From an optimization exercise on the open Yosys and OpenROAD flow, aimed at small area; shortcuts taken in it are not production practice. The RTL was checked by simulation tests, not by an equivalence proof against the original design. Power and IR drop assume default switching activity.

// hub75_bcm_ctl
module hub75_bcm_ctl #(
  parameter int COLOR_COUNT = 3,
  parameter int COLOR_BITS = 4,
  parameter int COL_ADDR_BITS = 6,
  parameter int ROW_ADDR_BITS = 4,
  parameter int SECTIONS = 2,
  parameter int BLANK_CYCLES = 4,
  parameter int ON_UNIT = 8
) (
  input  logic clk,
  input  logic rst,
  input  logic enable,
  input  logic [7:0] brightness,
  input  logic [SECTIONS*COLOR_COUNT*(2**COL_ADDR_BITS)*COLOR_BITS-1:0] row_in,
  input  logic row_valid,
  output logic row_req,
  output logic [ROW_ADDR_BITS-1:0] next_row,
  output logic hub_clk,
  output logic hub_lat,
  output logic hub_noe,
  output logic [ROW_ADDR_BITS-1:0] hub_mux,
  output logic [SECTIONS*COLOR_COUNT-1:0] s_out,
  output logic frame_done
);
  localparam int C = 2**COL_ADDR_BITS;
  localparam int SC = SECTIONS*COLOR_COUNT;
  localparam int L = 255;
  localparam logic [1:0] P_IDLE = 2'd0, P_SHIFT = 2'd1, P_BLANK = 2'd2, P_DISP = 2'd3;
  logic [1:0] ph, ph_n;            
  logic [6:0] cnt, cnt_n;          
  logic [1:0] plane, plane_n;
  logic [6:0] br, br_n;            
  logic nreq;                      
  logic load, nload;
  logic sh, bl, dp, cin, e, req_n, done_n, lat_n;
  ...
Size: about 3600 cells after synthesis, ~1600 flip-flops, roughly 1600 I/O pins, roughly 44000 um2 of cells after synthesis.
Settings: LEC_CHECK=0, CAP_MARGIN=20, CORE_AREA=10 10 530 530, DIE_AREA=0 0 540 540, SLEW_MARGIN=35; clock period 10.0 ns.
standard.sh (not shown) runs the stock make flow with config.mk's settings and CLKGATE_MAP_FILE= SYNTH_SCRIPT=/design/flow/synth_recipe.tcl, a recipe that flattens the netlist after the stock synthesis.
==> flow/flow/run.sh <==
#!/bin/bash
set -euo pipefail
bash standard.sh \
  'BUFFER_PORTS_ARGS=-buffer_cell sky130_fd_sc_hd__buf_1' \
  'CTS_ARGS=-sink_clustering_enable -repair_clock_nets -dont_use_dummy_load -sink_clustering_size 36 -sink_clustering_max_diameter 60 -buf_list {sky130_fd_sc_hd__clkbuf_16}' \
  finish > flow.log 2>&1
The baseline finished clean.
==> next run, changes <==
==> flow/run.sh (new file) <==
#!/bin/bash
# synth_recipe.tcl (not shown) runs the flow's synth.tcl, then flattens the netlist and writes it again
# the make line also repeats each setting of config.mk as NAME=value (left out here)
make -C /OpenROAD-flow-scripts/flow DESIGN_CONFIG=/design/flow/config.mk WORK_HOME=/design/flow/orfs CLKGATE_MAP_FILE= SYNTH_SCRIPT=/design/flow/synth_recipe.tcl finish
SLEW_MARGIN = 20   (was 35)
removed: flow/flow/run.sh
removed: flow/standard.sh
=>
- The new run completed without violations
- critical path depth falls by 1
- worst hold slack improved by 0.055 ns
- non-clock buffer count went up by 4
- global-route usage is higher by 0.91 points
==> next run, changes <==
==> flow/flow/run.sh (new file) <==
#!/bin/bash
set -euo pipefail
bash standard.sh \
  'BUFFER_PORTS_ARGS=-buffer_cell sky130_fd_sc_hd__buf_1' \
  'CTS_ARGS=-sink_clustering_enable -repair_clock_nets -dont_use_dummy_load -sink_clustering_size 20 -sink_clustering_max_diameter 50 -buf_list {sky130_fd_sc_hd__clkbuf_8}' \
  finish > flow.log 2>&1
==> flow/standard.sh (new file) <==
#!/bin/bash
# synth_recipe.tcl (not shown) runs the flow's synth.tcl, then flattens the netlist and writes it again
# the make line also repeats each setting of config.mk as NAME=value (left out here)
make -C /OpenROAD-flow-scripts/flow DESIGN_CONFIG=/design/flow/config.mk WORK_HOME=/design/flow/orfs CLKGATE_MAP_FILE= SYNTH_SCRIPT=/design/flow/synth_recipe.tcl "${@:-finish}"
SLEW_MARGIN = 35   (was 20)
removed: flow/run.sh
Synthesized area is unchanged; die area is unchanged; design area came out lower by about 20%; wire length came out lower by about 5.6%; clock power came out lower by about 47%; setup slack gets better by 0.20 ns; combinational power came out lower by 26%.
==> next run, changes <==
==> flow/flow/run.sh (replaced) <==
#!/bin/bash
set -euo pipefail
bash standard.sh \
  'BUFFER_PORTS_ARGS=-buffer_cell sky130_fd_sc_hd__buf_1' \
  'CTS_ARGS=-sink_clustering_enable -repair_clock_nets -dont_use_dummy_load -sink_clustering_size 30 -sink_clustering_max_diameter 60 -buf_list {sky130_fd_sc_hd__clkbuf_4 sky130_fd_sc_hd__clkbuf_8}' \
  finish > flow.log 2>&1
CORE_AREA = not set   (was 10 10 530 530)
CORE_MARGIN = 2   (was not set)
CORE_UTILIZATION = 55   (was not set)
DIE_AREA = not set   (was 0 0 540 540)
SLEW_MARGIN = 20   (was 35)
Outcome: The changed run failed in 3_2_place_iop on PPL-0024; synthesized area is unchanged; synthesized cell count is unchanged.
==> next run, changes <==
==> flow/flow/run.sh (replaced) <==
#!/bin/bash
# Standard ORFS layout, with minimum-size port buffers and a clock tree
# built from small buffers without dummy loads.
set -euo pipefail
bash standard.sh \
  'BUFFER_PORTS_ARGS=-buffer_cell sky130_fd_sc_hd__buf_1' \
  'CTS_ARGS=-sink_clustering_enable -repair_clock_nets -dont_use_dummy_load -buf_list {sky130_fd_sc_hd__clkbuf_4 sky130_fd_sc_hd__clkbuf_8}' \
  finish > flow.log 2>&1
CORE_AREA = 10 10 530 530   (was not set)
CORE_MARGIN = not set   (was 2)
CORE_UTILIZATION = not set   (was 55)
DIE_AREA = 0 0 540 540   (was not set)
What happened:
- With this change the flow finished clean
- synthesized cell count stays the same
- area after synthesis stays the same

## separate check: timing with driven ports
The results above use ideal ports. As a check the final layouts listed here were re-extracted and re-timed, cells and wires unchanged.
Step 1 (the two cells are an assumption about what drives the block):
set clk [get_ports {clk}]
set_driving_cell -lib_cell sky130_fd_sc_hd__clkbuf_16 $clk
set_driving_cell -lib_cell sky130_fd_sc_hd__buf_2 [delete_from_list [all_inputs] $clk]
Step 2 adds t to the input delays and takes it off the output delays; t is the mean of the earliest and latest rising clock arrival at the registers after step 1. Input paths then give back, and output paths get back, about the clock's delay inside the block.
Slacks: ideal ports / drivers / drivers and shift; pairs: ideal ports / drivers.
| run | t (ns) | setup slack, ns | worst setup path at the end | slew at the worst register clock pin (ns) | cell pins on the clock port's net |
|---|---|---|---|---|---|
| the first run | 0.890 | 5.773 / 5.825 / 4.935 | input to register | 0.11 / 0.11 | 1 |
| the second run | 0.893 | 5.698 / 5.728 / 4.834 | input to register | 0.08 / 0.08 | 1 |
| the third run | 0.964 | 5.897 / 5.948 / 4.984 | input to register | 0.12 / 0.12 | 1 |
| the fifth run | 0.975 | 5.879 / 5.879 / 4.951 | input to register | 0.07 / 0.07 | 1 |
After both steps every run listed still meets setup and hold. The setup slack of the fifth run, which loses most, moves by 0.000 ns with the drivers and by -0.928 ns with both steps.
